Source: an optimization exercise on an open RTL-to-GDS flow (aim: small area, a short achievable clock period and few clock cycles per item). Production flows keep margins and buffers that such runs may drop. RTL that was checked went through simulation tests only; none was proved equivalent to the original. Function not checked in run 3: the RTL went through the layout flow alone.

### flow/standard.sh
#!/bin/bash
# synth_recipe.tcl (not shown) runs the flow's synth.tcl, then flattens the netlist and writes it again
# the make line also repeats each setting of config.mk as NAME=value (left out here)
make -C /OpenROAD-flow-scripts/flow DESIGN_CONFIG=/design/flow/config.mk WORK_HOME=/design/flow/orfs CLKGATE_MAP_FILE= SYNTH_SCRIPT=/design/flow/synth_recipe.tcl "${@:-finish}"
### flow/config.mk
export PLATFORM = sky130hd
export DESIGN_NAME = cordic_atan2
export DESIGN_NICKNAME = cordic_atan2
export VERILOG_FILES = /design/flow/design.v
export SDC_FILE = /design/flow/constraint.sdc
export NUM_CORES = 4
export LEC_CHECK = 0
export ABC_AREA = 1
export CAP_MARGIN = 20
export CORE_MARGIN = 2
export CORE_UTILIZATION = 50
export CTS_CLUSTER_DIAMETER = 60
export CTS_CLUSTER_SIZE = 24
export PLACE_DENSITY = 0.7
export SLEW_MARGIN = 20
### flow/flow/run.sh
#!/bin/bash
# Standard ORFS layout, with timing repair aimed at a tighter setup margin.
set -euo pipefail
bash standard.sh SETUP_SLACK_MARGIN=6.8 finish > make_finish.log 2>&1
### flow/design.v
package cordic_pkg;
    typedef enum logic [1:0] {
        IDLE,
        ITER,
        SCALE,
        DONE
    } state_e;
    localparam logic signed [31:0] PI     = 32'sh0003_243F;
    localparam logic signed [31:0] TWO_PI = 32'sh0006_487F;
    localparam logic        [31:0] K_INV  = 32'h0000_9B75;
    function automatic logic [31:0] atan_lut(input logic [3:0] idx);
        logic [31:0] val;
        case (idx)
            4'd0:    val = 32'h0000_C910;
            4'd1:    val = 32'h0000_76B2;
            4'd2:    val = 32'h0000_3EB7;
            4'd3:    val = 32'h0000_1FD6;
            4'd4:    val = 32'h0000_0FFB;
            4'd5:    val = 32'h0000_07FF;
            4'd6:    val = 32'h0000_0400;
            4'd7:    val = 32'h0000_0200;
            4'd8:    val = 32'h0000_0100;
            4'd9:    val = 32'h0000_0080;
            4'd10:   val = 32'h0000_0040;
            4'd11:   val = 32'h0000_0020;
            4'd12:   val = 32'h0000_0010;
            4'd13:   val = 32'h0000_0008;
            4'd14:   val = 32'h0000_0004;
            default: val = 32'h0000_0002;
        endcase
        atan_lut = val;
    endfunction
endpackage
module cordic_vec_stage #(
    parameter int IW = 34
) (
    input  logic signed [IW-1:0] x_in,
    input  logic signed [IW-1:0] y_in,
    input  logic signed [IW-1:0] z_in,
    input  logic        [3:0]    shift,
    input  logic signed [IW-1:0] atan_i,
    output logic signed [IW-1:0] x_out,
    output logic signed [IW-1:0] y_out,
    output logic signed [IW-1:0] z_out
);
    logic signed [IW-1:0] x_sh;
    logic signed [IW-1:0] y_sh;
    always_comb begin
        x_sh = x_in >>> shift;
        y_sh = y_in >>> shift;
        if (!y_in[IW-1]) begin
            x_out = x_in + y_sh;
            y_out = y_in - x_sh;
            z_out = z_in + atan_i;
        end else begin
            x_out = x_in - y_sh;
            y_out = y_in + x_sh;
            z_out = z_in - atan_i;
        end
    end
endmodule
module cordic_atan2 (
    input  logic        clk,
    input  logic        rst,
    input  logic        in_valid,
    output logic        in_ready,
    input  logic [31:0] in_x,
    input  logic [31:0] in_y,
    output logic        out_valid,
    input  logic        out_ready,
    output logic [31:0] out_angle,
    output logic [31:0] out_mag,
    output logic        out_zero
);
    logic run_q, sv_q;
    wire  adv = ~sv_q;
    wire        fd_f  = in_x[31];
    wire        fd_sy = in_y[31];
    wire [32:0] fd_x = {1'b0, in_x ^ {32{fd_f}}} + {32'b0, fd_f};
    wire [32:0] fd_y = {in_y[31], in_y} ^ {33{fd_f}};
    wire [32:0] fd_y0 = fd_y + {32'b0, fd_f};
    logic [32:0] r0_x;
    logic [32:0] r0_y;
    logic [0:0] r0_f;
    logic [0:0] r0_sy;
    logic r0_v;
    always_ff @(posedge clk) begin
        if (adv) begin
            r0_x <= fd_x;
            r0_y <= fd_y0;
            r0_f <= fd_f;
            r0_sy <= fd_sy;
        end
    end
    always_ff @(posedge clk) begin
        if (rst) r0_v <= 1'b0;
        else if (adv) r0_v <= in_valid;
    end
    wire i0_d = ~r0_y[32];   
    wire [32:0] i0_x = r0_x + (r0_y[32:0] ^ {33{~i0_d}}) + {32'b0, ~i0_d};
    wire [33:0] i0_y = {{1{r0_y[32]}}, r0_y} + ({1'b0, r0_x[32:0]} ^ {34{i0_d}}) + {33'b0, i0_d};
    logic [32:0] r1_x;
    logic [0:0] r1_f;
    logic [0:0] r1_sy;
    logic [33:0] r1_y;
    logic [0:0] r1_b0;
    logic r1_v;
    always_ff @(posedge clk) begin
        if (adv) begin
            r1_x <= i0_x;
            r1_f <= r0_f;
            r1_sy <= r0_sy;
            r1_y <= i0_y;
            r1_b0 <= i0_d;
        end
    end
    always_ff @(posedge clk) begin
        if (rst) r1_v <= 1'b0;
        else if (adv) r1_v <= r0_v;
    end
    wire i1_d = ~r1_y[33];   
    wire [32:0] i1_ysh = r1_y[33:1];
    wire [32:0] i1_x = r1_x + (i1_ysh[32:0] ^ {33{~i1_d}}) + {32'b0, ~i1_d};
    wire [32:0] i1_y = r1_y[32:0] + ({1'b0, r1_x[32:1]} ^ {33{i1_d}}) + {32'b0, i1_d};
    logic [32:0] r2_x;
    logic [0:0] r2_f;
    logic [0:0] r2_sy;
    logic [0:0] r2_b0;
    logic [32:0] r2_y;
    logic [0:0] r2_b1;
    logic r2_v;
    always_ff @(posedge clk) begin
        if (adv) begin
            r2_x <= i1_x;
            r2_f <= r1_f;
            r2_sy <= r1_sy;
            r2_b0 <= r1_b0;
            r2_y <= i1_y;
            r2_b1 <= i1_d;
        end
    end
    always_ff @(posedge clk) begin
        if (rst) r2_v <= 1'b0;
        else if (adv) r2_v <= r1_v;
    end
    wire i2_d = ~r2_y[32];   
    wire [30:0] i2_ysh = r2_y[32:2];
    wire [32:0] i2_x = r2_x + ({{2{i2_ysh[30]}}, i2_ysh} ^ {33{~i2_d}}) + {32'b0, ~i2_d};
    wire [31:0] i2_y = r2_y[31:0] + ({1'b0, r2_x[32:2]} ^ {32{i2_d}}) + {31'b0, i2_d};
    logic [32:0] r3_x;
    logic [0:0] r3_f;
    logic [0:0] r3_sy;
    logic [0:0] r3_b0;
    logic [0:0] r3_b1;
    logic [31:0] r3_y;
    logic [0:0] r3_b2;
    logic r3_v;
    always_ff @(posedge clk) begin
        if (adv) begin
            r3_x <= i2_x;
            r3_f <= r2_f;
            r3_sy <= r2_sy;
            r3_b0 <= r2_b0;
            r3_b1 <= r2_b1;
            r3_y <= i2_y;
            r3_b2 <= i2_d;
        end
    end
    always_ff @(posedge clk) begin
        if (rst) r3_v <= 1'b0;
        else if (adv) r3_v <= r2_v;
    end
    wire i3_d = ~r3_y[31];   
    wire [28:0] i3_ysh = r3_y[31:3];
    wire [32:0] i3_x = r3_x + ({{4{i3_ysh[28]}}, i3_ysh} ^ {33{~i3_d}}) + {32'b0, ~i3_d};
    wire [30:0] i3_y = r3_y[30:0] + ({1'b0, r3_x[32:3]} ^ {31{i3_d}}) + {30'b0, i3_d};
    logic [32:0] r4_x;
    logic [0:0] r4_f;
    logic [0:0] r4_sy;
    logic [0:0] r4_b0;
    logic [0:0] r4_b1;
    logic [0:0] r4_b2;
    logic [30:0] r4_y;
    logic [0:0] r4_b3;
    logic r4_v;
    always_ff @(posedge clk) begin
        if (adv) begin
            r4_x <= i3_x;
            r4_f <= r3_f;
            r4_sy <= r3_sy;
            r4_b0 <= r3_b0;
            r4_b1 <= r3_b1;
            r4_b2 <= r3_b2;
            r4_y <= i3_y;
            r4_b3 <= i3_d;
        end
    end
    always_ff @(posedge clk) begin
        if (rst) r4_v <= 1'b0;
        else if (adv) r4_v <= r3_v;
    end
    wire i4_d = ~r4_y[30];   
    wire [26:0] i4_ysh = r4_y[30:4];
    wire [32:0] i4_x = r4_x + ({{6{i4_ysh[26]}}, i4_ysh} ^ {33{~i4_d}}) + {32'b0, ~i4_d};
    wire [29:0] i4_y = r4_y[29:0] + ({1'b0, r4_x[32:4]} ^ {30{i4_d}}) + {29'b0, i4_d};
    logic [32:0] r5_x;
    logic [0:0] r5_f;
    logic [0:0] r5_sy;
    logic [0:0] r5_b0;
    logic [0:0] r5_b1;
    logic [0:0] r5_b2;
    logic [0:0] r5_b3;
    logic [29:0] r5_y;
    logic [0:0] r5_b4;
    logic r5_v;
    always_ff @(posedge clk) begin
        if (adv) begin
            r5_x <= i4_x;
            r5_f <= r4_f;
            r5_sy <= r4_sy;
            r5_b0 <= r4_b0;
            r5_b1 <= r4_b1;
            r5_b2 <= r4_b2;
            r5_b3 <= r4_b3;
            r5_y <= i4_y;
            r5_b4 <= i4_d;
        end
    end
    always_ff @(posedge clk) begin
        if (rst) r5_v <= 1'b0;
        else if (adv) r5_v <= r4_v;
    end
    wire i5_d = ~r5_y[29];   
    wire [24:0] i5_ysh = r5_y[29:5];
    wire [32:0] i5_x = r5_x + ({{8{i5_ysh[24]}}, i5_ysh} ^ {33{~i5_d}}) + {32'b0, ~i5_d};
    wire [28:0] i5_y = r5_y[28:0] + ({1'b0, r5_x[32:5]} ^ {29{i5_d}}) + {28'b0, i5_d};
    logic [32:0] r6_x;
    logic [0:0] r6_f;
    logic [0:0] r6_sy;
    logic [0:0] r6_b0;
    logic [0:0] r6_b1;
    logic [0:0] r6_b2;
    logic [0:0] r6_b3;
    logic [0:0] r6_b4;
    logic [28:0] r6_y;
    logic [0:0] r6_b5;
    logic r6_v;
    always_ff @(posedge clk) begin
        if (adv) begin
            r6_x <= i5_x;
            r6_f <= r5_f;
            r6_sy <= r5_sy;
            r6_b0 <= r5_b0;
            r6_b1 <= r5_b1;
            r6_b2 <= r5_b2;
            r6_b3 <= r5_b3;
            r6_b4 <= r5_b4;
            r6_y <= i5_y;
            r6_b5 <= i5_d;
        end
    end
    always_ff @(posedge clk) begin
        if (rst) r6_v <= 1'b0;
        else if (adv) r6_v <= r5_v;
    end
    wire i6_d = ~r6_y[28];   
    wire [22:0] i6_ysh = r6_y[28:6];
    wire [32:0] i6_x = r6_x + ({{10{i6_ysh[22]}}, i6_ysh} ^ {33{~i6_d}}) + {32'b0, ~i6_d};
    wire [27:0] i6_y = r6_y[27:0] + ({1'b0, r6_x[32:6]} ^ {28{i6_d}}) + {27'b0, i6_d};
    logic [32:0] r7_x;
    logic [0:0] r7_f;
    logic [0:0] r7_sy;
    logic [0:0] r7_b0;
    logic [0:0] r7_b1;
    logic [0:0] r7_b2;
    logic [0:0] r7_b3;
    logic [0:0] r7_b4;
    logic [0:0] r7_b5;
    logic [27:0] r7_y;
    logic [0:0] r7_b6;
    logic r7_v;
    always_ff @(posedge clk) begin
        if (adv) begin
            r7_x <= i6_x;
            r7_f <= r6_f;
            r7_sy <= r6_sy;
            r7_b0 <= r6_b0;
            r7_b1 <= r6_b1;
            r7_b2 <= r6_b2;
            r7_b3 <= r6_b3;
            r7_b4 <= r6_b4;
            r7_b5 <= r6_b5;
            r7_y <= i6_y;
            r7_b6 <= i6_d;
        end
    end
    always_ff @(posedge clk) begin
        if (rst) r7_v <= 1'b0;
        else if (adv) r7_v <= r6_v;
    end
    wire i7_d = ~r7_y[27];   
    wire [20:0] i7_ysh = r7_y[27:7];
    wire [32:0] i7_x = r7_x + ({{12{i7_ysh[20]}}, i7_ysh} ^ {33{~i7_d}}) + {32'b0, ~i7_d};
    wire [26:0] i7_y = r7_y[26:0] + ({1'b0, r7_x[32:7]} ^ {27{i7_d}}) + {26'b0, i7_d};
    logic [32:0] r8_x;
    logic [0:0] r8_f;
    logic [0:0] r8_sy;
    logic [0:0] r8_b0;
    logic [0:0] r8_b1;
    logic [0:0] r8_b2;
    logic [0:0] r8_b3;
    logic [0:0] r8_b4;
    logic [0:0] r8_b5;
    logic [0:0] r8_b6;
    logic [26:0] r8_y;
    logic [0:0] r8_b7;
    logic r8_v;
    always_ff @(posedge clk) begin
        if (adv) begin
            r8_x <= i7_x;
            r8_f <= r7_f;
            r8_sy <= r7_sy;
            r8_b0 <= r7_b0;
            r8_b1 <= r7_b1;
            r8_b2 <= r7_b2;
            r8_b3 <= r7_b3;
            r8_b4 <= r7_b4;
            r8_b5 <= r7_b5;
            r8_b6 <= r7_b6;
            r8_y <= i7_y;
            r8_b7 <= i7_d;
        end
    end
    always_ff @(posedge clk) begin
        if (rst) r8_v <= 1'b0;
        else if (adv) r8_v <= r7_v;
    end
    wire i8_d = ~r8_y[26];   
    wire [18:0] i8_ysh = r8_y[26:8];
    wire [32:0] i8_x = r8_x + ({{14{i8_ysh[18]}}, i8_ysh} ^ {33{~i8_d}}) + {32'b0, ~i8_d};
    wire [25:0] i8_y = r8_y[25:0] + ({1'b0, r8_x[32:8]} ^ {26{i8_d}}) + {25'b0, i8_d};
    logic [32:0] r9_x;
    logic [0:0] r9_f;
    logic [0:0] r9_sy;
    logic [0:0] r9_b0;
    logic [0:0] r9_b1;
    logic [0:0] r9_b2;
    logic [0:0] r9_b3;
    logic [0:0] r9_b4;
    logic [0:0] r9_b5;
    logic [0:0] r9_b6;
    logic [0:0] r9_b7;
    logic [25:0] r9_y;
    logic [0:0] r9_b8;
    logic r9_v;
    always_ff @(posedge clk) begin
        if (adv) begin
            r9_x <= i8_x;
            r9_f <= r8_f;
            r9_sy <= r8_sy;
            r9_b0 <= r8_b0;
            r9_b1 <= r8_b1;
            r9_b2 <= r8_b2;
            r9_b3 <= r8_b3;
            r9_b4 <= r8_b4;
            r9_b5 <= r8_b5;
            r9_b6 <= r8_b6;
            r9_b7 <= r8_b7;
            r9_y <= i8_y;
            r9_b8 <= i8_d;
        end
    end
    always_ff @(posedge clk) begin
        if (rst) r9_v <= 1'b0;
        else if (adv) r9_v <= r8_v;
    end
    wire i9_d = ~r9_y[25];   
    wire [16:0] i9_ysh = r9_y[25:9];
    wire [32:0] i9_x = r9_x + ({{16{i9_ysh[16]}}, i9_ysh} ^ {33{~i9_d}}) + {32'b0, ~i9_d};
    wire [24:0] i9_y = r9_y[24:0] + ({1'b0, r9_x[32:9]} ^ {25{i9_d}}) + {24'b0, i9_d};
    logic [32:0] r10_x;
    logic [0:0] r10_f;
    logic [0:0] r10_sy;
    logic [0:0] r10_b0;
    logic [0:0] r10_b1;
    logic [0:0] r10_b2;
    logic [0:0] r10_b3;
    logic [0:0] r10_b4;
    logic [0:0] r10_b5;
    logic [0:0] r10_b6;
    logic [0:0] r10_b7;
    logic [0:0] r10_b8;
    logic [24:0] r10_y;
    logic [0:0] r10_b9;
    logic r10_v;
    always_ff @(posedge clk) begin
        if (adv) begin
            r10_x <= i9_x;
            r10_f <= r9_f;
            r10_sy <= r9_sy;
            r10_b0 <= r9_b0;
            r10_b1 <= r9_b1;
            r10_b2 <= r9_b2;
            r10_b3 <= r9_b3;
            r10_b4 <= r9_b4;
            r10_b5 <= r9_b5;
            r10_b6 <= r9_b6;
            r10_b7 <= r9_b7;
            r10_b8 <= r9_b8;
            r10_y <= i9_y;
            r10_b9 <= i9_d;
        end
    end
    always_ff @(posedge clk) begin
        if (rst) r10_v <= 1'b0;
        else if (adv) r10_v <= r9_v;
    end
    wire i10_d = ~r10_y[24];   
    wire [14:0] i10_ysh = r10_y[24:10];
    wire [32:0] i10_x = r10_x + ({{18{i10_ysh[14]}}, i10_ysh} ^ {33{~i10_d}}) + {32'b0, ~i10_d};
    wire [23:0] i10_y = r10_y[23:0] + ({1'b0, r10_x[32:10]} ^ {24{i10_d}}) + {23'b0, i10_d};
    logic [32:0] r11_x;
    logic [0:0] r11_f;
    logic [0:0] r11_sy;
    logic [0:0] r11_b0;
    logic [0:0] r11_b1;
    logic [0:0] r11_b2;
    logic [0:0] r11_b3;
    logic [0:0] r11_b4;
    logic [0:0] r11_b5;
    logic [0:0] r11_b6;
    logic [0:0] r11_b7;
    logic [0:0] r11_b8;
    logic [0:0] r11_b9;
    logic [23:0] r11_y;
    logic [0:0] r11_b10;
    logic r11_v;
    always_ff @(posedge clk) begin
        if (adv) begin
            r11_x <= i10_x;
            r11_f <= r10_f;
            r11_sy <= r10_sy;
            r11_b0 <= r10_b0;
            r11_b1 <= r10_b1;
            r11_b2 <= r10_b2;
            r11_b3 <= r10_b3;
            r11_b4 <= r10_b4;
            r11_b5 <= r10_b5;
            r11_b6 <= r10_b6;
            r11_b7 <= r10_b7;
            r11_b8 <= r10_b8;
            r11_b9 <= r10_b9;
            r11_y <= i10_y;
            r11_b10 <= i10_d;
        end
    end
    always_ff @(posedge clk) begin
        if (rst) r11_v <= 1'b0;
        else if (adv) r11_v <= r10_v;
    end
    wire i11_d = ~r11_y[23];   
    wire [12:0] i11_ysh = r11_y[23:11];
    wire [32:0] i11_x = r11_x + ({{20{i11_ysh[12]}}, i11_ysh} ^ {33{~i11_d}}) + {32'b0, ~i11_d};
    wire [22:0] i11_y = r11_y[22:0] + ({1'b0, r11_x[32:11]} ^ {23{i11_d}}) + {22'b0, i11_d};
    logic [32:0] r12_x;
    logic [0:0] r12_f;
    logic [0:0] r12_sy;
    logic [0:0] r12_b0;
    logic [0:0] r12_b1;
    logic [0:0] r12_b2;
    logic [0:0] r12_b3;
    logic [0:0] r12_b4;
    logic [0:0] r12_b5;
    logic [0:0] r12_b6;
    logic [0:0] r12_b7;
    logic [0:0] r12_b8;
    logic [0:0] r12_b9;
    logic [0:0] r12_b10;
    logic [22:0] r12_y;
    logic [0:0] r12_b11;
    logic r12_v;
    always_ff @(posedge clk) begin
        if (adv) begin
            r12_x <= i11_x;
            r12_f <= r11_f;
            r12_sy <= r11_sy;
            r12_b0 <= r11_b0;
            r12_b1 <= r11_b1;
            r12_b2 <= r11_b2;
            r12_b3 <= r11_b3;
            r12_b4 <= r11_b4;
            r12_b5 <= r11_b5;
            r12_b6 <= r11_b6;
            r12_b7 <= r11_b7;
            r12_b8 <= r11_b8;
            r12_b9 <= r11_b9;
            r12_b10 <= r11_b10;
            r12_y <= i11_y;
            r12_b11 <= i11_d;
        end
    end
    always_ff @(posedge clk) begin
        if (rst) r12_v <= 1'b0;
        else if (adv) r12_v <= r11_v;
    end
    wire i12_d = ~r12_y[22];   
    wire [10:0] i12_ysh = r12_y[22:12];
    wire [32:0] i12_x = r12_x + ({{22{i12_ysh[10]}}, i12_ysh} ^ {33{~i12_d}}) + {32'b0, ~i12_d};
    wire [21:0] i12_y = r12_y[21:0] + ({1'b0, r12_x[32:12]} ^ {22{i12_d}}) + {21'b0, i12_d};
    logic [32:0] r13_x;
    logic [0:0] r13_f;
    logic [0:0] r13_sy;
    logic [0:0] r13_b0;
    logic [0:0] r13_b1;
    logic [0:0] r13_b2;
    logic [0:0] r13_b3;
    logic [0:0] r13_b4;
    logic [0:0] r13_b5;
    logic [0:0] r13_b6;
    logic [0:0] r13_b7;
    logic [0:0] r13_b8;
    logic [0:0] r13_b9;
    logic [0:0] r13_b10;
    logic [0:0] r13_b11;
    logic [21:0] r13_y;
    logic [0:0] r13_b12;
    logic r13_v;
    always_ff @(posedge clk) begin
        if (adv) begin
            r13_x <= i12_x;
            r13_f <= r12_f;
            r13_sy <= r12_sy;
            r13_b0 <= r12_b0;
            r13_b1 <= r12_b1;
            r13_b2 <= r12_b2;
            r13_b3 <= r12_b3;
            r13_b4 <= r12_b4;
            r13_b5 <= r12_b5;
            r13_b6 <= r12_b6;
            r13_b7 <= r12_b7;
            r13_b8 <= r12_b8;
            r13_b9 <= r12_b9;
            r13_b10 <= r12_b10;
            r13_b11 <= r12_b11;
            r13_y <= i12_y;
            r13_b12 <= i12_d;
        end
    end
    always_ff @(posedge clk) begin
        if (rst) r13_v <= 1'b0;
        else if (adv) r13_v <= r12_v;
    end
    wire i13_d = ~r13_y[21];   
    wire [8:0] i13_ysh = r13_y[21:13];
    wire [32:0] i13_x = r13_x + ({{24{i13_ysh[8]}}, i13_ysh} ^ {33{~i13_d}}) + {32'b0, ~i13_d};
    wire [20:0] i13_y = r13_y[20:0] + ({1'b0, r13_x[32:13]} ^ {21{i13_d}}) + {20'b0, i13_d};
    logic [32:0] r14_x;
    logic [0:0] r14_f;
    logic [0:0] r14_sy;
    logic [0:0] r14_b0;
    logic [0:0] r14_b1;
    logic [0:0] r14_b2;
    logic [0:0] r14_b3;
    logic [0:0] r14_b4;
    logic [0:0] r14_b5;
    logic [0:0] r14_b6;
    logic [0:0] r14_b7;
    logic [0:0] r14_b8;
    logic [0:0] r14_b9;
    logic [0:0] r14_b10;
    logic [0:0] r14_b11;
    logic [0:0] r14_b12;
    logic [20:0] r14_y;
    logic [0:0] r14_b13;
    logic r14_v;
    always_ff @(posedge clk) begin
        if (adv) begin
            r14_x <= i13_x;
            r14_f <= r13_f;
            r14_sy <= r13_sy;
            r14_b0 <= r13_b0;
            r14_b1 <= r13_b1;
            r14_b2 <= r13_b2;
            r14_b3 <= r13_b3;
            r14_b4 <= r13_b4;
            r14_b5 <= r13_b5;
            r14_b6 <= r13_b6;
            r14_b7 <= r13_b7;
            r14_b8 <= r13_b8;
            r14_b9 <= r13_b9;
            r14_b10 <= r13_b10;
            r14_b11 <= r13_b11;
            r14_b12 <= r13_b12;
            r14_y <= i13_y;
            r14_b13 <= i13_d;
        end
    end
    always_ff @(posedge clk) begin
        if (rst) r14_v <= 1'b0;
        else if (adv) r14_v <= r13_v;
    end
    wire i14_d = ~r14_y[20];   
    wire [6:0] i14_ysh = r14_y[20:14];
    wire [32:0] i14_x = r14_x + ({{26{i14_ysh[6]}}, i14_ysh} ^ {33{~i14_d}}) + {32'b0, ~i14_d};
    wire [19:0] i14_y = r14_y[19:0] + ({1'b0, r14_x[32:14]} ^ {20{i14_d}}) + {19'b0, i14_d};
    logic [32:0] r15_x;
    logic [0:0] r15_f;
    logic [0:0] r15_sy;
    logic [0:0] r15_b0;
    logic [0:0] r15_b1;
    logic [0:0] r15_b2;
    logic [0:0] r15_b3;
    logic [0:0] r15_b4;
    logic [0:0] r15_b5;
    logic [0:0] r15_b6;
    logic [0:0] r15_b7;
    logic [0:0] r15_b8;
    logic [0:0] r15_b9;
    logic [0:0] r15_b10;
    logic [0:0] r15_b11;
    logic [0:0] r15_b12;
    logic [0:0] r15_b13;
    logic [19:0] r15_y;
    logic [0:0] r15_b14;
    logic r15_v;
    always_ff @(posedge clk) begin
        if (adv) begin
            r15_x <= i14_x;
            r15_f <= r14_f;
            r15_sy <= r14_sy;
            r15_b0 <= r14_b0;
            r15_b1 <= r14_b1;
            r15_b2 <= r14_b2;
            r15_b3 <= r14_b3;
            r15_b4 <= r14_b4;
            r15_b5 <= r14_b5;
            r15_b6 <= r14_b6;
            r15_b7 <= r14_b7;
            r15_b8 <= r14_b8;
            r15_b9 <= r14_b9;
            r15_b10 <= r14_b10;
            r15_b11 <= r14_b11;
            r15_b12 <= r14_b12;
            r15_b13 <= r14_b13;
            r15_y <= i14_y;
            r15_b14 <= i14_d;
        end
    end
    always_ff @(posedge clk) begin
        if (rst) r15_v <= 1'b0;
        else if (adv) r15_v <= r14_v;
    end
    wire i15_d = ~r15_y[19];   
    wire [4:0] i15_ysh = r15_y[19:15];
    wire [32:0] i15_x = r15_x + ({{28{i15_ysh[4]}}, i15_ysh} ^ {33{~i15_d}}) + {32'b0, ~i15_d};
    logic [32:0] r16_x;
    logic [0:0] r16_f;
    logic [0:0] r16_sy;
    logic [0:0] r16_b0;
    logic [0:0] r16_b1;
    logic [0:0] r16_b2;
    logic [0:0] r16_b3;
    logic [0:0] r16_b4;
    logic [0:0] r16_b5;
    logic [0:0] r16_b6;
    logic [0:0] r16_b7;
    logic [0:0] r16_b8;
    logic [0:0] r16_b9;
    logic [0:0] r16_b10;
    logic [0:0] r16_b11;
    logic [0:0] r16_b12;
    logic [0:0] r16_b13;
    logic [0:0] r16_b14;
    logic [0:0] r16_b15;
    logic r16_v;
    always_ff @(posedge clk) begin
        if (adv) begin
            r16_x <= i15_x;
            r16_f <= r15_f;
            r16_sy <= r15_sy;
            r16_b0 <= r15_b0;
            r16_b1 <= r15_b1;
            r16_b2 <= r15_b2;
            r16_b3 <= r15_b3;
            r16_b4 <= r15_b4;
            r16_b5 <= r15_b5;
            r16_b6 <= r15_b6;
            r16_b7 <= r15_b7;
            r16_b8 <= r15_b8;
            r16_b9 <= r15_b9;
            r16_b10 <= r15_b10;
            r16_b11 <= r15_b11;
            r16_b12 <= r15_b12;
            r16_b13 <= r15_b13;
            r16_b14 <= r15_b14;
            r16_b15 <= i15_d;
        end
    end
    always_ff @(posedge clk) begin
        if (rst) r16_v <= 1'b0;
        else if (adv) r16_v <= r15_v;
    end
    wire m1_zero = (r16_x == 33'd0);
    wire [48:0] m1_t15_u = {16'b0, r16_x};
    wire [48:0] m1_t15 = {m1_t15_u[33:0], 15'b0};
    wire [48:0] m1_t13_u = {16'b0, r16_x};
    wire [48:0] m1_t13 = {m1_t13_u[35:0], 13'b0};
    wire [48:0] m1_t10_u = {16'b0, ~r16_x};
    wire [48:0] m1_t10 = {m1_t10_u[38:0], 10'b0};
    wire [48:0] m1_t7_u = {16'b0, ~r16_x};
    wire [48:0] m1_t7 = {m1_t7_u[41:0], 7'b0};
    wire [48:0] m1_t4_u = {16'b0, ~r16_x};
    wire [48:0] m1_t4 = {m1_t4_u[44:0], 4'b0};
    wire [48:0] m1_t2_u = {16'b0, r16_x};
    wire [48:0] m1_t2 = {m1_t2_u[46:0], 2'b0};
    wire [48:0] m1_t0_u = {16'b0, r16_x};
    wire [48:0] m1_t0 = m1_t0_u;
    wire [48:0] m1_mc_l0_0_s = m1_t15 ^ m1_t13 ^ m1_t10;
    wire [48:0] m1_mc_l0_0_m = (m1_t15 & m1_t13) | (m1_t15 & m1_t10) | (m1_t13 & m1_t10);
    wire [48:0] m1_mc_l0_0_c = {m1_mc_l0_0_m[47:0], 1'b0};
    wire [48:0] m1_mc_l0_1_s = m1_t7 ^ m1_t4 ^ m1_t2;
    wire [48:0] m1_mc_l0_1_m = (m1_t7 & m1_t4) | (m1_t7 & m1_t2) | (m1_t4 & m1_t2);
    wire [48:0] m1_mc_l0_1_c = {m1_mc_l0_1_m[47:0], 1'b0};
    wire [48:0] m1_mc_l1_0_s = m1_mc_l0_0_s ^ m1_mc_l0_0_c ^ m1_mc_l0_1_s;
    wire [48:0] m1_mc_l1_0_m = (m1_mc_l0_0_s & m1_mc_l0_0_c) | (m1_mc_l0_0_s & m1_mc_l0_1_s) | (m1_mc_l0_0_c & m1_mc_l0_1_s);
    wire [48:0] m1_mc_l1_0_c = {m1_mc_l1_0_m[47:0], 1'b0};
    wire [48:0] m1_mc_l1_1_s = m1_mc_l0_1_c ^ m1_t0 ^ 49'h1f6e000008490;
    wire [48:0] m1_mc_l1_1_m = (m1_mc_l0_1_c & m1_t0) | (m1_mc_l0_1_c & 49'h1f6e000008490) | (m1_t0 & 49'h1f6e000008490);
    wire [48:0] m1_mc_l1_1_c = {m1_mc_l1_1_m[47:0], 1'b0};
    wire [48:0] m1_mc_l2_0_s = m1_mc_l1_0_s ^ m1_mc_l1_0_c ^ m1_mc_l1_1_s;
    wire [48:0] m1_mc_l2_0_m = (m1_mc_l1_0_s & m1_mc_l1_0_c) | (m1_mc_l1_0_s & m1_mc_l1_1_s) | (m1_mc_l1_0_c & m1_mc_l1_1_s);
    wire [48:0] m1_mc_l2_0_c = {m1_mc_l2_0_m[47:0], 1'b0};
    wire [48:0] m1_mc_l3_0_s = m1_mc_l2_0_s ^ m1_mc_l2_0_c ^ m1_mc_l1_1_c;
    wire [48:0] m1_mc_l3_0_m = (m1_mc_l2_0_s & m1_mc_l2_0_c) | (m1_mc_l2_0_s & m1_mc_l1_1_c) | (m1_mc_l2_0_c & m1_mc_l1_1_c);
    wire [48:0] m1_mc_l3_0_c = {m1_mc_l3_0_m[47:0], 1'b0};
    wire [2:0] m1_ta_s = {r16_b2, r16_b1, r16_b0};
    wire [19:0] m1_ta =
        ({20{m1_ta_s == 3'd0}} & 20'he41b9) |
        ({20{m1_ta_s == 3'd1}} & 20'hfd3d9) |
        ({20{m1_ta_s == 3'd2}} & 20'hf2f1d) |
        ({20{m1_ta_s == 3'd3}} & 20'hc13d) |
        ({20{m1_ta_s == 3'd4}} & 20'hebf27) |
        ({20{m1_ta_s == 3'd5}} & 20'h5147) |
        ({20{m1_ta_s == 3'd6}} & 20'hfac8b) |
        ({20{m1_ta_s == 3'd7}} & 20'h13eab);
    wire [2:0] m1_tb_s = {r16_b5, r16_b4, r16_b3};
    wire [19:0] m1_tb =
        ({20{m1_tb_s == 3'd0}} & 20'h0) |
        ({20{m1_tb_s == 3'd1}} & 20'h3fac) |
        ({20{m1_tb_s == 3'd2}} & 20'h1ff6) |
        ({20{m1_tb_s == 3'd3}} & 20'h5fa2) |
        ({20{m1_tb_s == 3'd4}} & 20'hffe) |
        ({20{m1_tb_s == 3'd5}} & 20'h4faa) |
        ({20{m1_tb_s == 3'd6}} & 20'h2ff4) |
        ({20{m1_tb_s == 3'd7}} & 20'h6fa0);
    wire [19:0] m1_zlo = {8'b0, r16_b6, r16_b7, r16_b8, r16_b9, r16_b10, r16_b11, r16_b12, r16_b13, r16_b14, r16_b15, 2'b00};
    wire [19:0] m1_zc_l0_0_s = m1_ta ^ m1_tb ^ m1_zlo;
    wire [19:0] m1_zc_l0_0_m = (m1_ta & m1_tb) | (m1_ta & m1_zlo) | (m1_tb & m1_zlo);
    wire [19:0] m1_zc_l0_0_c = {m1_zc_l0_0_m[18:0], 1'b0};
    wire [19:0] m1_theta = m1_zc_l0_0_s + m1_zc_l0_0_c;
    logic [48:0] r17_ms;
    logic [48:0] r17_mc;
    logic [19:0] r17_theta;
    logic [0:0] r17_zero;
    logic [0:0] r17_f;
    logic [0:0] r17_sy;
    logic r17_v;
    always_ff @(posedge clk) begin
        if (adv) begin
            r17_ms <= m1_mc_l3_0_s;
            r17_mc <= m1_mc_l3_0_c;
            r17_theta <= m1_theta;
            r17_zero <= m1_zero;
            r17_f <= r16_f;
            r17_sy <= r16_sy;
        end
    end
    always_ff @(posedge clk) begin
        if (rst) r17_v <= 1'b0;
        else if (adv) r17_v <= r16_v;
    end
    wire [48:0] m2_s = r17_ms + r17_mc;
    wire        m2_sat = m2_s[48] | m2_s[47];
    wire [30:0] m2_mag = m2_sat ? 31'h7FFF_FFFF : m2_s[46:16];
    wire        m2_pos = ~r17_theta[19] & (|r17_theta);
    logic [19:0] m2_off;
    always_comb begin
        if (!r17_f)            m2_off = 20'h0;
        else if (r17_sy) m2_off = m2_pos ? 20'hcdbc1 : 20'h32440;
        else              m2_off = m2_pos ? 20'hcdbc0 : 20'h3243f;
    end
    wire [19:0] m2_ang = r17_theta + m2_off;
    wire [31:0] m2_angle = r17_zero ? 32'h0 : {{12{m2_ang[19]}}, m2_ang};
    logic        ov_q;
    logic [31:0] oa_q, om_q, sa_q, sm_q;
    logic        oz_q, sz_q;
    wire push = adv & r17_v;
    wire pop  = ov_q & out_ready;
    logic ov_d, sv_d;
    always_comb begin
        if (ov_q & ~pop) begin
            ov_d = 1'b1;
            sv_d = sv_q | push;
        end else begin
            ov_d = sv_q | push;
            sv_d = 1'b0;
        end
    end
    always_ff @(posedge clk) begin
        if (rst) begin
            ov_q  <= 1'b0;
            sv_q  <= 1'b0;
            run_q <= 1'b1;
        end else begin
            ov_q  <= ov_d;
            sv_q  <= sv_d;
            run_q <= ~sv_d;
        end
    end
    always_ff @(posedge clk) begin
        if (~sv_q) begin
            sa_q <= m2_angle;
            sm_q <= {1'b0, m2_mag};
            sz_q <= r17_zero;
        end
    end
    logic [31:0] ha_q, hm_q;
    logic        hz_q;
    wire         load = out_ready | ~ov_q;
    wire [31:0]  na = sv_q ? sa_q : m2_angle;
    wire [31:0]  nm = sv_q ? sm_q : {1'b0, m2_mag};
    wire         nz = sv_q ? sz_q : r17_zero;
    always_ff @(posedge clk) begin
        ha_q <= load ? na : oa_q;
        hm_q <= load ? nm : om_q;
        hz_q <= load ? nz : oz_q;
    end
    always_ff @(posedge clk) begin
        oa_q <= load ? na : ha_q;
        om_q <= load ? nm : hm_q;
        oz_q <= load ? nz : hz_q;
    end
    assign in_ready  = run_q;
    assign out_valid = ov_q;
    assign out_angle = oa_q;
    assign out_mag   = om_q;
    assign out_zero  = oz_q;
endmodule
### flow/constraint.sdc
create_clock -name core_clock -period 10.0 [get_ports {clk}]
set_input_delay 2.0000 -clock core_clock [delete_from_list [all_inputs] [get_ports {clk}]]
set_output_delay 2.0000 -clock core_clock [all_outputs]
set_load 0.01 [all_outputs]
==> metrics.md, run 1 <==
| Metric | Value |
|---|---|
| Crit-path slowest cell | fa_1 |
| DR vias | about 80k |
| Cell Rows | around 170 |
| Most frequent cells in the layout | 2,302 x nand2_1, 1,266 x edfxtp_1, 1,093 x inv_1 |
| Number of vias per cell | 5.59 |
| DRC | 0 |
| Clk root buf | clkbuf_16 |
| CTS tree | built |
| CTS sink cnt | 1,482 |
| Hold Crit Depth | 0 |
| Slew @ Worst Pin | about 1.0 ns |
| Setup-failing EPs final | 0 |
| Slew Limit Fails | 0 |
| Area of the mapped netlist | 0.103 sq mm |
| Biggest regs | r17_mc x45, r17_ms x45, r1_y x34 |
| Worst-Skew Late Latency | 0.83 ns |
| Post-synth top area share | 36.9% |
| CP peak stage delay | between 0.5 and 0.6 ns |
| Outcome | timing/DRC/antenna clean |
| Worst setup EP type | register |
| Nets | 12.9k |
| Synth Flop Type | edfxtp_1 |
| Crit-path cells | buf_6, buf_6, ha_4, nor2_4, inv_2, nand2_2, nand2_2, fa_1, inv_2, fa_2, inv_2, nand3_2, nand2_4, a21oi_4, o21bai_1, a21oi_2, o21ai_2, nand2_1, nand3_1, nand2_1 |
| Hold path startpoint | r14_b6$_DFFE_PN_ |
| Worst reg2reg startpoint | r16_b0$_DFFE_PN_ |
| Slew headroom | between 30% and 40% |
| Post-place setup slack | around 4.8 ns |
| Synthesis-stage register bit count | 1,482 |
| Startpoint types | register |
| First-pass GRT wire length | roughly 450,000 um |
| Layout cells sized above 1 | 8.99% |
| Total track usage | 27.7% |
| Setup Crit Path Kind | reg2reg |
| Post-CTS Hold Fix Bufs | 0 |
| Sequential fraction of the synthesis area | 41.1% |
| Commonest non-fill, non-tap cell in the layout | nand2_1 |
| Post-DP HPWL | about 230,000 um |
| Avg Cell Area, Syn | 9.04 sq um |
| CP Max Fanout | 3 |
| Syn Nets | roughly 12k |
| Hold Path Class | reg2reg |
| Die ar. | about 0.21 sq mm |
| Io pins | 135 |
| Final hold viol count | 0 |
| Fin crit period | approximately 3.4 ns |
| Final Skew | about 0.055 ns |
| Setup tns final | 0 ns |
| Worst EP arrival | 3.99 ns |
| Reg2Reg Depth | 20 |
| Pre-Repair DR Iteration Count | 6 |
| CP required | roughly 11 ns |
| Post-route ant nets | 0 |
| Syn Inst Count | 11.4k |
| CTS H-Tree Depth | 4 |
| Largest net degree at the start of global routing | 183 |
| Initial drt markers | 6,815 |
| Fin crit share | around a third |
| RSZ-0062 raised after global routing | yes |
| Synth area leader | edfxtp_1 |
| Drt wl/cell | 20.4 um |
| Hold EP | r15_b6$_DFFE_PN_ |
| Die Wd | 458 um |
| Core Area | 0.205 sq mm |
| R2r endpoint | r17_theta[14]$_DFFE_PN_ |
| Setup ws final | around 6.6 ns |
| Async SR Flop Fraction | 0% |
| CP most frequent cell | inv_2 |
| RD Place Congestion | 0.984 |
| IO buf count | about 130 |
| Area delta synth->final | 13.4% |
| Die H | 458 um |
| Starting Density | 50.3% |
| Initial antenna violation count | 6 |
| EDFF count, synth | ~1.3k |
| Yosys cell types | a little under 60 |
| Yosys Warn Count | 1 |
| Cts bufs inserted | 131 |
| Max-cap viol count | 0 |
| Fmax | about 290 MHz |
| Dominant cells by area after synthesis | edfxtp_1 37%, ha_1 10%, nand2_1 8.7%, xor2_1 8.0%, xnor2_1 6.2% |
| Reg2reg setup slack | 6.59 ns |
| Worst-path clk slew | roughly 0.08 ns |
| Vias in the first global route | 79.2k |
| Total grt overflow | 0 |
| Drt total wl | 298,000 um |
| Worst-case clock buffer depth | 3 |
[layer usage]
layer	vias to the layer above	part of all wire [%]	GRT usage (%)
met1	39200	45	38.5
met5	-	0	0
met4	0	3.3	8.40
met3	494	6.3	3.82
li1	39300	-	-
met2	2657	45	44.8
[metrics by stage]
step                      utilization (%)  hold WS (ns)  area (sq um)  std cells
after floorplan                         -         0.400        103000      11400
after global placement               52.5         0.401        107000      14100
after detailed placement             52.5         0.405        107000      14100
after CTS                            55.8         0.417        114000      14500
after global routing                 57.1         0.424        117000      14600
final                                57.1         0.414        117000      14600
[worst max-delay path: cells and delay by family (launching register included)]
kind / cells / cell delay [ns]
and+or+nand+nor: 8 / 0.66
adders and majority gates: 3 / 1.11
AOI/OAI and AO/OA: 4 / 0.48
buffers and inverters: 5 / 0.44
DFF: 1 / 0.46
[kinds of logic (layout without fill, tap and decap cells)]
kind of cell,count (synthesis),after routing,synth area share [%]
buffers and inverters,1269,1794,4.70
other,0,4,0
flip-flops,1482,1482,41.1
adder cells (fa/ha/maj),1017,1017,13.7
XOR/XNOR,1666,1666,14.2
AO/OA/AOI/OAI,1713,1713,9.33
AND/OR/NAND/NOR,4243,4246,17.0
[cell usage after synthesis (8+ instances only)]
library cell  instances
a21oi_1             832
a31oi_1              75
fa_1                183
o21a_1               51
nor2_1              952
o31ai_1               8
a221oi_1             14
nand3_1             454
o21ai_1              16
nor3_1              179
a211oi_1              9
dfxtp_1             216
a21o_1              103
o221ai_1             13
or2_2                28
buf_1                61
o21bai_1             60
nand2_1            2386
nor2_2                8
o21ai_0             435
nand4_1             123
and2_1               14
clkbuf_1             60
a21boi_0             33
buf_2                11
xor2_1              938
nor4_1               54
nand3b_1             16
xnor2_1             725
o211ai_1             41
inv_1              1125
ha_1                834
edfxtp_1           1266
[how the worst max path moves through the flow]
stage               depth (start not counted)              from                 endpoint
global placement                            9          in_x[31]       r0_x[30]$_DFFE_PN_
detailed placement                          9          in_x[31]       r0_x[30]$_DFFE_PN_
CTS                                        19  r16_b0$_DFFE_PN_  r17_theta[12]$_DFFE_PN_
global route                               21  r16_b0$_DFFE_PN_  r17_theta[15]$_DFFE_PN_
finish                                     20  r16_b0$_DFFE_PN_  r17_theta[14]$_DFFE_PN_
floorplan                                   4   sv_q$_SDFF_PP0_           r0_f$_DFFE_PN_
[cell type report]
| class | count | area (sq um) |
|---|---|---|
| multi-input combinational | 8642 | 57700 |
| clock buffer | 141 | 3440 |
| tap | 2688 | 3360 |
| sequential | 1482 | 42400 |
| inverter | 1126 | 4280 |
| fill | 17800 | 87800 |
| timing repair buffer | 426 | 4210 |
| antenna | 4 | 10.0 |
| clock inverter | 101 | 1290 |
[repair_timing]
action / in CTS / in global routing
setup endpoints to repair: 631 / 474
gates cloned: 5 / 10
gates resized for setup: 657 / 380
setup buffers: 128 / 115
pin swaps: 72 / 124
Testbench counts, summed over its fixed seeds: cycles 664, items 512.
==> run 2: changes to the inputs <==
--- a/flow/config.mk
+++ b/flow/config.mk
@@ -10,6 +10,3 @@
 export CORE_MARGIN = 2
-export CORE_UTILIZATION = 50
-export CTS_CLUSTER_DIAMETER = 60
-export CTS_CLUSTER_SIZE = 24
-export PLACE_DENSITY = 0.7
+export CORE_UTILIZATION = 40
 export SLEW_MARGIN = 20
==> run 2 against run 1 <==
  * Global-route usage fell by 4.5 points
  * Die area grew 25%
  * Via count is 1.4% lower
  * Cell count is 4.9% higher
  * Setup slack improved by 0.066 ns
  * Register-to-register slack better by 0.15 ns
  * Wire length up 4.1%
  * Synthesized area is the same
  * Design area increased by 0.97%
==> metrics.md, run 2 <==
| Metric | Value |
|---|---|
| CP delay by family, top | flip-flops |
| Nets | about 13k |
| Synthesis-stage register bit count | approximately 1.5k |
| Initial antenna violation count | 4 |
| Startpoint types | register |
| Syn Inst Count | between 10k and 15k |
| Final Skew | between 0.06 and 0.07 ns |
| Cts bufs inserted | roughly 180 |
| Fin crit period | about 3.3 ns |
| Post-route ant nets | 0 |
| Drt wl/cell | 20.3 um |
| Total track usage | 23.1% |
| Slew Limit Fails | 0 |
| Async SR Flop Fraction | 0% |
| IO buf count | 134 |
| Slew @ Worst Pin | 1.08 ns |
| Post-DP HPWL | 245,000 um |
| Worst-Skew Late Latency | 0.86 ns |
| Vias in the first global route | 79.7k |
| EDFF count, synth | 1,266 |
| Biggest regs | r17_mc x45, r17_ms x45, r1_y x34 |
| Worst EP arrival | ~1.4 ns |
| Yosys Warn Count | 1 |
| Worst setup EP type | output pin |
| Layout cells sized above 1 | 8.38% |
| Most frequent cells in the layout | 2,319 x nand2_1, 1,266 x edfxtp_1, 1,095 x inv_1 |
| Die ar. | 0.262 sq mm |
| Crit-path cells | buf_6 |
| Post-CTS Hold Fix Bufs | 0 |
| CTS tree | built |
| CTS sink cnt | 1,482 |
| Final hold viol count | 0 |
| Avg Cell Area, Syn | roughly 9 sq um |
| Post-synth top cells | 2,386 x nand2_1, 1,266 x edfxtp_1, 1,125 x inv_1 |
| Clk root buf | clkbuf_16 |
| Die Wd | 511 um |
| Synth Flop Type | edfxtp_1 |
| Slew headroom | 28.0% |
| Sequential fraction of the synthesis area | 41.1% |
| Area of the mapped netlist | 0.103 sq mm |
| Worst-path clk slew | around 0.060 ns |
| Setup tns final | 0 ns |
| Drt total wl | 311,000 um |
| Post-synth top area share | 36.9% |
| Cell Rows | about 190 |
| First-pass GRT wire length | 474,000 um |
| Starting Density | 40.2% |
| Area delta synth->final | 14.5% |
| Pre-Repair DR Iteration Count | 7 |
| Hold Path Class | reg2reg |
| DRC | 0 |
| Initial drt markers | 5,933 |
| CP required | about 8 ns |
| CP Max Fanout | 2 |
| RSZ-0062 raised after global routing | yes |
| Setup Crit Path Kind | reg2out |
| Number of vias per cell | ~5.2 |
| DR vias | 80.4k |
| Setup-failing EPs final | 0 |
| Synth area leader | edfxtp_1 |
| Fin crit share | 33.5% |
| Io pins | 135 |
| Crit-path slowest cell | dfxtp_4 |
| Dominant cells by area after synthesis | edfxtp_1 37%, ha_1 10%, nand2_1 8.7%, xor2_1 8.0%, xnor2_1 6.2% |
| Syn Nets | between 10k and 15k |
| Count leader, synth | nand2_1 |
| Outcome | timing/DRC/antenna clean |
| CTS H-Tree Depth | 4 |
| Total grt overflow | 0 |
| CP peak stage delay | 0.36 ns |
| Max-cap viol count | 0 |
| WP buf/inv | 1 |
| RD Place Congestion | between 0.9 and 1 |
| Fmax | about 300 MHz |
| Core Area | 0.256 sq mm |
| Commonest non-fill, non-tap cell in the layout | nand2_1 |
| Worst-case clock buffer depth | 4 |
| Largest net degree at the start of global routing | 186 |
| Die H | 511 um |
| Yosys cell types | 59 |
run 2: cell counts after synthesis:
No cell type changed its count.
run 2: stage by stage:
stage / util, % / setup WS (ns) / std cells / area [sq um] / hold slack, ns
4_1_cts: 45.2 / 6.58 / 15200 / 116000 / 0.376
5_1_grt: 46.0 / 6.59 / 15300 / 118000 / 0.386
6_report: 46.0 / 6.65 / 15300 / 118000 / 0.379
2_1_floorplan: - / 5.84 / 11400 / 103000 / 0.400
3_3_place_gp: 42.2 / 4.90 / 14800 / 108000 / 0.401
3_5_place_dp: 42.2 / 4.89 / 14800 / 108000 / 0.405
run 2: layout make-up:
type	count	area (sq um)
Antenna cell	4	10.0
Clock buffer	217	4800
Clock inverter	102	1010
Fill cell	24400	139000
Inverter	1126	4280
Multi-Input combinational cell	8641	57400
Sequential cell	1482	42400
Tap cell	3384	4230
Timing Repair Buffer	368	3730
run 2: metal layers:
| layer | vias to the layer above | share of wire (%) | track usage, % |
|---|---|---|---|
| met5 | - | 0 | 0 |
| met4 | 0 | 3.0 | 6.49 |
| met3 | 446 | 4.6 | 2.58 |
| met2 | 1986 | 47 | 38.6 |
| met1 | 38700 | 46 | 31.6 |
| li1 | 39300 | - | - |
run 2: worst paths after layout:
path	depth (start not counted)	slack, ns	from	endpoint
setup reg to reg	20	6.74	r16_b0$_DFFE_PN_	r17_theta[14]$_DFFE_PN_
hold / removal	0	0.38	r14_b9$_DFFE_PN_	r15_b9$_DFFE_PN_
setup / recovery	1	6.65	om_q[24]$_DFF_P_	out_mag[24]
hold reg to reg	0	0.38	r14_b9$_DFFE_PN_	r15_b9$_DFFE_PN_
run 2: timing repair:
item,CTS,global route
setup buffers,100,81
cloned,5,8
hold endpoints to repair,0,0
resized for setup,649,310
setup endpoints to repair,688,513
pin swaps,53,80
run 2: kinds of logic (layout without fill, tap and decap cells):
logic type | after synthesis | count (layout) | synth area share, %
xor gates and xnor gates | 1666 | 1666 | 14.2
AOI/OAI and AO/OA | 1713 | 1713 | 9.33
buffers and inverters | 1269 | 1813 | 4.70
and+or+nand+nor | 4243 | 4245 | 17.0
other | 0 | 4 | 0
adders and majority gates | 1017 | 1017 | 13.7
DFF | 1482 | 1482 | 41.1
==> run 3: changes to the inputs <==
--- a/flow/design.v
+++ b/flow/design.v
@@ -78,5 +78,12 @@
     wire        fd_sy = in_y[31];
-    wire [32:0] fd_x = {1'b0, in_x ^ {32{fd_f}}} + {32'b0, fd_f};
-    wire [32:0] fd_y = {in_y[31], in_y} ^ {33{fd_f}};
-    wire [32:0] fd_y0 = fd_y + {32'b0, fd_f};
+    wire [31:0] fd_xo, fd_yo;   
+    assign fd_xo[0] = 1'b0;
+    assign fd_yo[0] = 1'b0;
+    for (genvar k = 1; k < 32; k++) begin : g_fold
+        assign fd_xo[k] = |in_x[k-1:0];
+        assign fd_yo[k] = |in_y[k-1:0];
+    end
+    wire [32:0] fd_x = {1'b0, in_x ^ (fd_xo & {32{fd_f}})};
+    wire        fd_ynz = fd_yo[31] | in_y[31];
+    wire [32:0] fd_y0 = {in_y[31] ^ (fd_f & fd_ynz), in_y ^ (fd_yo & {32{fd_f}})};
     logic [32:0] r0_x;
@@ -653,66 +660,49 @@
     wire i15_d = ~r15_y[19];   
-    wire [4:0] i15_ysh = r15_y[19:15];
-    wire [32:0] i15_x = r15_x + ({{28{i15_ysh[4]}}, i15_ysh} ^ {33{~i15_d}}) + {32'b0, ~i15_d};
-    logic [32:0] r16_x;
-    logic [0:0] r16_f;
-    logic [0:0] r16_sy;
-    logic [0:0] r16_b0;
-    logic [0:0] r16_b1;
-    logic [0:0] r16_b2;
-    logic [0:0] r16_b3;
-    logic [0:0] r16_b4;
-    logic [0:0] r16_b5;
-    logic [0:0] r16_b6;
-    logic [0:0] r16_b7;
-    logic [0:0] r16_b8;
-    logic [0:0] r16_b9;
-    logic [0:0] r16_b10;
-    logic [0:0] r16_b11;
-    logic [0:0] r16_b12;
-    logic [0:0] r16_b13;
-    logic [0:0] r16_b14;
-    logic [0:0] r16_b15;
-    logic r16_v;
-    always_ff @(posedge clk) begin
-        if (adv) begin
-            r16_x <= i15_x;
-            r16_f <= r15_f;
-            r16_sy <= r15_sy;
-            r16_b0 <= r15_b0;
-            r16_b1 <= r15_b1;
-            r16_b2 <= r15_b2;
-            r16_b3 <= r15_b3;
-            r16_b4 <= r15_b4;
-            r16_b5 <= r15_b5;
-            r16_b6 <= r15_b6;
-            r16_b7 <= r15_b7;
-            r16_b8 <= r15_b8;
-            r16_b9 <= r15_b9;
-            r16_b10 <= r15_b10;
-            r16_b11 <= r15_b11;
-            r16_b12 <= r15_b12;
-            r16_b13 <= r15_b13;
-            r16_b14 <= r15_b14;
-            r16_b15 <= i15_d;
-        end
-    end
-    always_ff @(posedge clk) begin
-        if (rst) r16_v <= 1'b0;
-        else if (adv) r16_v <= r15_v;
-    end
-    wire m1_zero = (r16_x == 33'd0);
-    wire [48:0] m1_t15_u = {16'b0, r16_x};
-    wire [48:0] m1_t15 = {m1_t15_u[33:0], 15'b0};
-    wire [48:0] m1_t13_u = {16'b0, r16_x};
-    wire [48:0] m1_t13 = {m1_t13_u[35:0], 13'b0};
-    wire [48:0] m1_t10_u = {16'b0, ~r16_x};
-    wire [48:0] m1_t10 = {m1_t10_u[38:0], 10'b0};
-    wire [48:0] m1_t7_u = {16'b0, ~r16_x};
-    wire [48:0] m1_t7 = {m1_t7_u[41:0], 7'b0};
-    wire [48:0] m1_t4_u = {16'b0, ~r16_x};
-    wire [48:0] m1_t4 = {m1_t4_u[44:0], 4'b0};
-    wire [48:0] m1_t2_u = {16'b0, r16_x};
-    wire [48:0] m1_t2 = {m1_t2_u[46:0], 2'b0};
-    wire [48:0] m1_t0_u = {16'b0, r16_x};
+    wire m1_zero = (r15_x == 33'd0);
+    wire [48:0] m1_t15_u = {16'b0, r15_x};
+    wire [48:0] m1_t15 = {m1_t15_u[33:0], 15'd32767};
+    wire [48:0] m1_t13_u = {16'b0, r15_x};
+    wire [48:0] m1_t13 = {m1_t13_u[35:0], 13'd1169};
+    wire [48:0] m1_t10_u = {{16{1'b1}}, ~r15_x};
+    wire [48:0] m1_t10 = {m1_t10_u[38:0], 10'd0};
+    wire [48:0] m1_t7_u = {{16{1'b1}}, ~r15_x};
+    wire [48:0] m1_t7 = {m1_t7_u[41:0], 7'd0};
+    wire [48:0] m1_t4_u = {{16{1'b1}}, ~r15_x};
+    wire [48:0] m1_t4 = {m1_t4_u[44:0], 4'd0};
+    wire [48:0] m1_t2_u = {16'b0, r15_x};
+    wire [48:0] m1_t2 = {m1_t2_u[46:0], 2'd0};
+    wire [48:0] m1_t0_u = {16'b0, r15_x};
     wire [48:0] m1_t0 = m1_t0_u;
+    wire [48:0] m1_dk =
+        ({49{r15_y[19:15] == 5'd1}} & 49'd39797) |
+        ({49{r15_y[19:15] == 5'd2}} & 49'd79594) |
+        ({49{r15_y[19:15] == 5'd3}} & 49'd119391) |
+        ({49{r15_y[19:15] == 5'd4}} & 49'd159188) |
+        ({49{r15_y[19:15] == 5'd5}} & 49'd198985) |
+        ({49{r15_y[19:15] == 5'd6}} & 49'd238782) |
+        ({49{r15_y[19:15] == 5'd7}} & 49'd278579) |
+        ({49{r15_y[19:15] == 5'd8}} & 49'd318376) |
+        ({49{r15_y[19:15] == 5'd9}} & 49'd358173) |
+        ({49{r15_y[19:15] == 5'd10}} & 49'd397970) |
+        ({49{r15_y[19:15] == 5'd11}} & 49'd437767) |
+        ({49{r15_y[19:15] == 5'd12}} & 49'd477564) |
+        ({49{r15_y[19:15] == 5'd13}} & 49'd517361) |
+        ({49{r15_y[19:15] == 5'd14}} & 49'd557158) |
+        ({49{r15_y[19:15] == 5'd15}} & 49'd596955) |
+        ({49{r15_y[19:15] == 5'd16}} & 49'd636752) |
+        ({49{r15_y[19:15] == 5'd17}} & 49'd596955) |
+        ({49{r15_y[19:15] == 5'd18}} & 49'd557158) |
+        ({49{r15_y[19:15] == 5'd19}} & 49'd517361) |
+        ({49{r15_y[19:15] == 5'd20}} & 49'd477564) |
+        ({49{r15_y[19:15] == 5'd21}} & 49'd437767) |
+        ({49{r15_y[19:15] == 5'd22}} & 49'd397970) |
+        ({49{r15_y[19:15] == 5'd23}} & 49'd358173) |
+        ({49{r15_y[19:15] == 5'd24}} & 49'd318376) |
+        ({49{r15_y[19:15] == 5'd25}} & 49'd278579) |
+        ({49{r15_y[19:15] == 5'd26}} & 49'd238782) |
+        ({49{r15_y[19:15] == 5'd27}} & 49'd198985) |
+        ({49{r15_y[19:15] == 5'd28}} & 49'd159188) |
+        ({49{r15_y[19:15] == 5'd29}} & 49'd119391) |
+        ({49{r15_y[19:15] == 5'd30}} & 49'd79594) |
+        ({49{r15_y[19:15] == 5'd31}} & 49'd39797);
     wire [48:0] m1_mc_l0_0_s = m1_t15 ^ m1_t13 ^ m1_t10;
@@ -726,4 +716,4 @@
     wire [48:0] m1_mc_l1_0_c = {m1_mc_l1_0_m[47:0], 1'b0};
-    wire [48:0] m1_mc_l1_1_s = m1_mc_l0_1_c ^ m1_t0 ^ 49'h1f6e000008490;
-    wire [48:0] m1_mc_l1_1_m = (m1_mc_l0_1_c & m1_t0) | (m1_mc_l0_1_c & 49'h1f6e000008490) | (m1_t0 & 49'h1f6e000008490);
+    wire [48:0] m1_mc_l1_1_s = m1_mc_l0_1_c ^ m1_t0 ^ m1_dk;
+    wire [48:0] m1_mc_l1_1_m = (m1_mc_l0_1_c & m1_t0) | (m1_mc_l0_1_c & m1_dk) | (m1_t0 & m1_dk);
     wire [48:0] m1_mc_l1_1_c = {m1_mc_l1_1_m[47:0], 1'b0};
@@ -735,3 +725,3 @@
     wire [48:0] m1_mc_l3_0_c = {m1_mc_l3_0_m[47:0], 1'b0};
-    wire [2:0] m1_ta_s = {r16_b2, r16_b1, r16_b0};
+    wire [2:0] m1_ta_s = {r15_b2, r15_b1, r15_b0};
     wire [19:0] m1_ta =
@@ -745,3 +735,3 @@
         ({20{m1_ta_s == 3'd7}} & 20'h13eab);
-    wire [2:0] m1_tb_s = {r16_b5, r16_b4, r16_b3};
+    wire [2:0] m1_tb_s = {r15_b5, r15_b4, r15_b3};
     wire [19:0] m1_tb =
@@ -755,3 +745,3 @@
         ({20{m1_tb_s == 3'd7}} & 20'h6fa0);
-    wire [19:0] m1_zlo = {8'b0, r16_b6, r16_b7, r16_b8, r16_b9, r16_b10, r16_b11, r16_b12, r16_b13, r16_b14, r16_b15, 2'b00};
+    wire [19:0] m1_zlo = {8'b0, r15_b6, r15_b7, r15_b8, r15_b9, r15_b10, r15_b11, r15_b12, r15_b13, r15_b14, i15_d, 2'b00};
     wire [19:0] m1_zc_l0_0_s = m1_ta ^ m1_tb ^ m1_zlo;
@@ -760,17 +750,17 @@
     wire [19:0] m1_theta = m1_zc_l0_0_s + m1_zc_l0_0_c;
-    logic [48:0] r17_ms;
-    logic [48:0] r17_mc;
-    logic [19:0] r17_theta;
-    logic [0:0] r17_zero;
-    logic [0:0] r17_f;
-    logic [0:0] r17_sy;
-    logic r17_v;
+    logic [48:0] r16_ms;
+    logic [48:0] r16_mc;
+    logic [19:0] r16_theta;
+    logic [0:0] r16_zero;
+    logic [0:0] r16_f;
+    logic [0:0] r16_sy;
+    logic r16_v;
     always_ff @(posedge clk) begin
         if (adv) begin
-            r17_ms <= m1_mc_l3_0_s;
-            r17_mc <= m1_mc_l3_0_c;
-            r17_theta <= m1_theta;
-            r17_zero <= m1_zero;
-            r17_f <= r16_f;
-            r17_sy <= r16_sy;
+            r16_ms <= m1_mc_l3_0_s;
+            r16_mc <= m1_mc_l3_0_c;
+            r16_theta <= m1_theta;
+            r16_zero <= m1_zero;
+            r16_f <= r15_f;
+            r16_sy <= r15_sy;
         end
@@ -778,17 +768,17 @@
     always_ff @(posedge clk) begin
-        if (rst) r17_v <= 1'b0;
-        else if (adv) r17_v <= r16_v;
+        if (rst) r16_v <= 1'b0;
+        else if (adv) r16_v <= r15_v;
     end
-    wire [48:0] m2_s = r17_ms + r17_mc;
+    wire [48:0] m2_s = r16_ms + r16_mc;
     wire        m2_sat = m2_s[48] | m2_s[47];
     wire [30:0] m2_mag = m2_sat ? 31'h7FFF_FFFF : m2_s[46:16];
-    wire        m2_pos = ~r17_theta[19] & (|r17_theta);
+    wire        m2_pos = ~r16_theta[19] & (|r16_theta);
     logic [19:0] m2_off;
     always_comb begin
-        if (!r17_f)            m2_off = 20'h0;
-        else if (r17_sy) m2_off = m2_pos ? 20'hcdbc1 : 20'h32440;
+        if (!r16_f)            m2_off = 20'h0;
+        else if (r16_sy) m2_off = m2_pos ? 20'hcdbc1 : 20'h32440;
         else              m2_off = m2_pos ? 20'hcdbc0 : 20'h3243f;
     end
-    wire [19:0] m2_ang = r17_theta + m2_off;
-    wire [31:0] m2_angle = r17_zero ? 32'h0 : {{12{m2_ang[19]}}, m2_ang};
+    wire [19:0] m2_ang = r16_theta + m2_off;
+    wire [31:0] m2_angle = r16_zero ? 32'h0 : {{12{m2_ang[19]}}, m2_ang};
     logic        ov_q;
@@ -796,3 +786,3 @@
     logic        oz_q, sz_q;
-    wire push = adv & r17_v;
+    wire push = adv & r16_v;
     wire pop  = ov_q & out_ready;
@@ -823,3 +813,3 @@
             sm_q <= {1'b0, m2_mag};
-            sz_q <= r17_zero;
+            sz_q <= r16_zero;
         end
@@ -831,3 +821,3 @@
     wire [31:0]  nm = sv_q ? sm_q : {1'b0, m2_mag};
-    wire         nz = sv_q ? sz_q : r17_zero;
+    wire         nz = sv_q ? sz_q : r16_zero;
     always_ff @(posedge clk) begin
==> run 3 against run 2 <==
  * Still clean on timing, DRC and antenna
  * Global-route usage up 0.53 points
  * Clock skew rose by 0.0041 ns
  * First-iteration DRC count is 4.2% higher
  * Die area fell by 0.61%
  * Critical endpoint is now r16_ms[18]$_DFFE_PN_
==> metrics.md, run 3 <==
| Metric | Value |
|---|---|
| Outcome | timing/DRC/antenna clean |
| CTS tree | built |
| Core Area | 0.254 sq mm |
| Count leader, synth | nand2_1 |
| DRC | 0 |
| Hold path startpoint | r12_b10$_DFFE_PN_ |
| Io pins | ~140 |
| Syn Nets | 12.6k |
| Starting Density | 40.3% |
| R2r endpoint | r16_ms[18]$_DFFE_PN_ |
| Worst-path clk slew | 0.06 ns |
| Hold Crit Depth | 0 |
| Layout Utilization | 46.6% |
| Vias in the first global route | between 80k and 90k |
| Setup tns final | 0 ns |
| Register Area | just over 0.04 sq mm |
| Hold EP | r13_b10$_DFFE_PN_ |
| Post-DP HPWL | 249,000 um |
| CTS H-Tree Depth | 4 |
| Startpoint types | register |
| Worst setup EP type | register |
| Area delta synth->final | 15.7% |
| Clk root buf | clkbuf_16 |
| Worst reg2reg startpoint | r15_y[15]$_DFFE_PN_ |
| Area of the mapped netlist | 0.102 sq mm |
| Sequential fraction of the synthesis area | 40.0% |
| WL met1 | between 100,000 and 150,000 um |
| Post-synth top cells | 2,471 x nand2_1, 1,295 x inv_1, 1,219 x edfxtp_1 |
| Cts bufs inserted | approximately 160 |
| Fillers | approximately 24k |
| Slew Limit Fails | 0 |
| Avg Cell Area, Syn | 8.92 sq um |
| RSZ-0062 raised after global routing | yes |
| Pre-Repair DR Iteration Count | 6 |
| Fmax | 277 MHz |
| Drt total wl | 316,000 um |
| DR vias | 81.3k |
| Fin crit period | 3.61 ns |
| Most frequent cells in the layout | 2,390 x nand2_1, 1,229 x inv_1, 1,219 x edfxtp_1 |
| Die H | 510 um |
| Yosys cell types | 64 |
| Initial drt markers | 6,180 |
| Initial antenna violation count | 4 |
| Hold Path Class | reg2reg |
| Total grt overflow | 0 |
| Worst-case clock buffer depth | 3 |
| Highest metal used | met4 |
| Number of vias per cell | 5.27 |
| Reg2Reg Depth | 15 |
| Reg2reg setup slack | 6.39 ns |
| CP Max Fanout | 3 |
| Final hold viol count | 0 |
| Die Wd | 510 um |
| Setup Crit Path Kind | reg2reg |
| Cell Rows | 185 |
| Placed Area | approximately 0.11 sq mm |
| Slew headroom | 23.5% |
| Met3 routed WL | 15,800 um |
| Fin crit share | between 30% and 40% |
| First-pass GRT wire length | 475,000 um |
| Syn Inst Count | roughly 11k |
| Biggest regs | r16_mc x47, r16_ms x47, r1_y x34 |
| Dominant cells by area after synthesis | edfxtp_1 36%, ha_1 9.9%, nand2_1 9.1%, xor2_1 7.5%, xnor2_1 5.6% |
| Synth Flop Type | edfxtp_1 |
| CP required | approximately 11 ns |
| Post-synth top area share | 35.8% |
| Met2 Routed Length | between 100,000 and 150,000 um |
| Max-cap viol count | 0 |
| Yosys Warn Count | 1 |
| Synth area leader | edfxtp_1 |
| EDFF count, synth | between 1k and 1.5k |
==> run 3: cell types whose count changed in the layout (fill, tap and decap cells not counted), sizes merged, moves of 47 or more <==
cell / previous run / this run
xnor2: 725 / 654
inv: 1133 / 1305
buf: 291 / 342
nand2: 2388 / 2479
edfxtp: 1266 / 1219
xor2: 941 / 877
o21ai: 451 / 520
nor2: 964 / 844
==> run 3: stage by stage <==
stage / std cells / hold slack [ns] / worst slack (ns)
CTS: 15300 / 0.401 / 6.48
detailed placement: 14900 / 0.405 / 5.51
floorplan: 11500 / 0.400 / 5.94
global route: 15400 / 0.410 / 6.30
global placement: 14900 / 0.401 / 5.53
finish: 15400 / 0.406 / 6.39
==> run 3: what timing repair did <==
action	in CTS	in global routing
setup buffers	144	95
cloned	5	12
setup endpoints to repair	984	811
hold buffers	0	0
pin swaps	87	144
resized for setup	767	424
==> run 3: layout make-up <==
cell class | count | area share (%)
Antenna cell | 3 | 0.00634
Clock buffer | 195 | 3.62
Clock inverter | 107 | 1.04
Inverter | 1308 | 4.21
Multi-Input combinational cell | 8600 | 49.3
Sequential cell | 1434 | 34.6
Tap cell | 3366 | 3.56
Timing Repair Buffer | 421 | 3.65
Timing Repair inverter | 3 | 0.0222
==> run 3: cell families after synthesis <==
family	count (synthesis)	synth area share, %
simple gates	4226	17.5
compound gates	1821	10.1
xor+xnor	1531	13.1
buf+inv	1446	5.40
flops	1434	40.0
fa+ha+maj	1020	14.0
==> run 3: how the worst max path moves through the flow <==
stage | to | startpoint | cells past startpoint | slack [ns]
2_1_floorplan | r0_f$_DFFE_PN_ | sv_q$_SDFF_PP0_ | 4 | 5.94
3_3_place_gp | r0_x[29]$_DFFE_PN_ | in_x[1] | 12 | 5.53
6_report | r16_ms[18]$_DFFE_PN_ | r15_y[15]$_DFFE_PN_ | 15 | 6.39
5_1_grt | r16_ms[18]$_DFFE_PN_ | r15_y[15]$_DFFE_PN_ | 15 | 6.30
3_5_place_dp | r0_y[31]$_DFFE_PN_ | in_y[1] | 12 | 5.51
4_1_cts | r16_ms[18]$_DFFE_PN_ | r15_y[18]$_DFFE_PN_ | 13 | 6.48
==> run 3: layer usage <==
metal  vias up  GRT usage (%)
met3       453           2.47
li1      39600              -
met1     39000           32.2
met2      2212           39.9
met5         -              0
met4         0           6.66
==> run 3: worst max-delay path, cell delays in order (launching register included) <==
cell	delay [ns]
edfxtp_1	0.40
buf_6	0.15
nor2_4	0.05
inv_2	0.06
buf_6	0.10
nor2_4	0.03
inv_2	0.08
nor2_4	0.04
or2_4	0.25
nor4_4	0.23
nand4_1	0.29
fa_1	0.63
inv_2	0.04
fa_2	0.53
inv_2	0.04
fa_2	0.42

[re-timing with driven ports]
How much do the figures lean on ideal ports? The routed layouts below were timed once more, with nothing changed but the port constraints.
Step 1 assumes that a clkbuf_16 drives the clock port and a buf_2 every other input.
Step 2, shift: input delay + t, output delay - t, t = (earliest + latest rising clock arrival at the registers) / 2. This alone moves slack from input paths to output paths.
a / b / c = no drivers / after step 1 / after step 2; a / b = the first two.
| run | t (ns) | slack for setup (ns) | hold WS [ns] | worst setup path after step 2 |
|---|---|---|---|---|
| run 1 | 0.879 | 6.588 / 6.588 / 5.851 | 0.414 / 0.414 / 0.414 | input to register |
| run 2 | 0.926 | 6.653 / 6.562 / 5.882 | 0.379 / 0.379 / 0.379 | input to register |
| run 3 | 0.918 | 6.391 / 6.391 / 5.935 | 0.406 / 0.406 / 0.406 | input to register |
After both steps setup and hold are still met in every run listed. The setup slack of run 2, which loses most, moves by -0.091 ns with the drivers and by -0.771 ns with both steps.
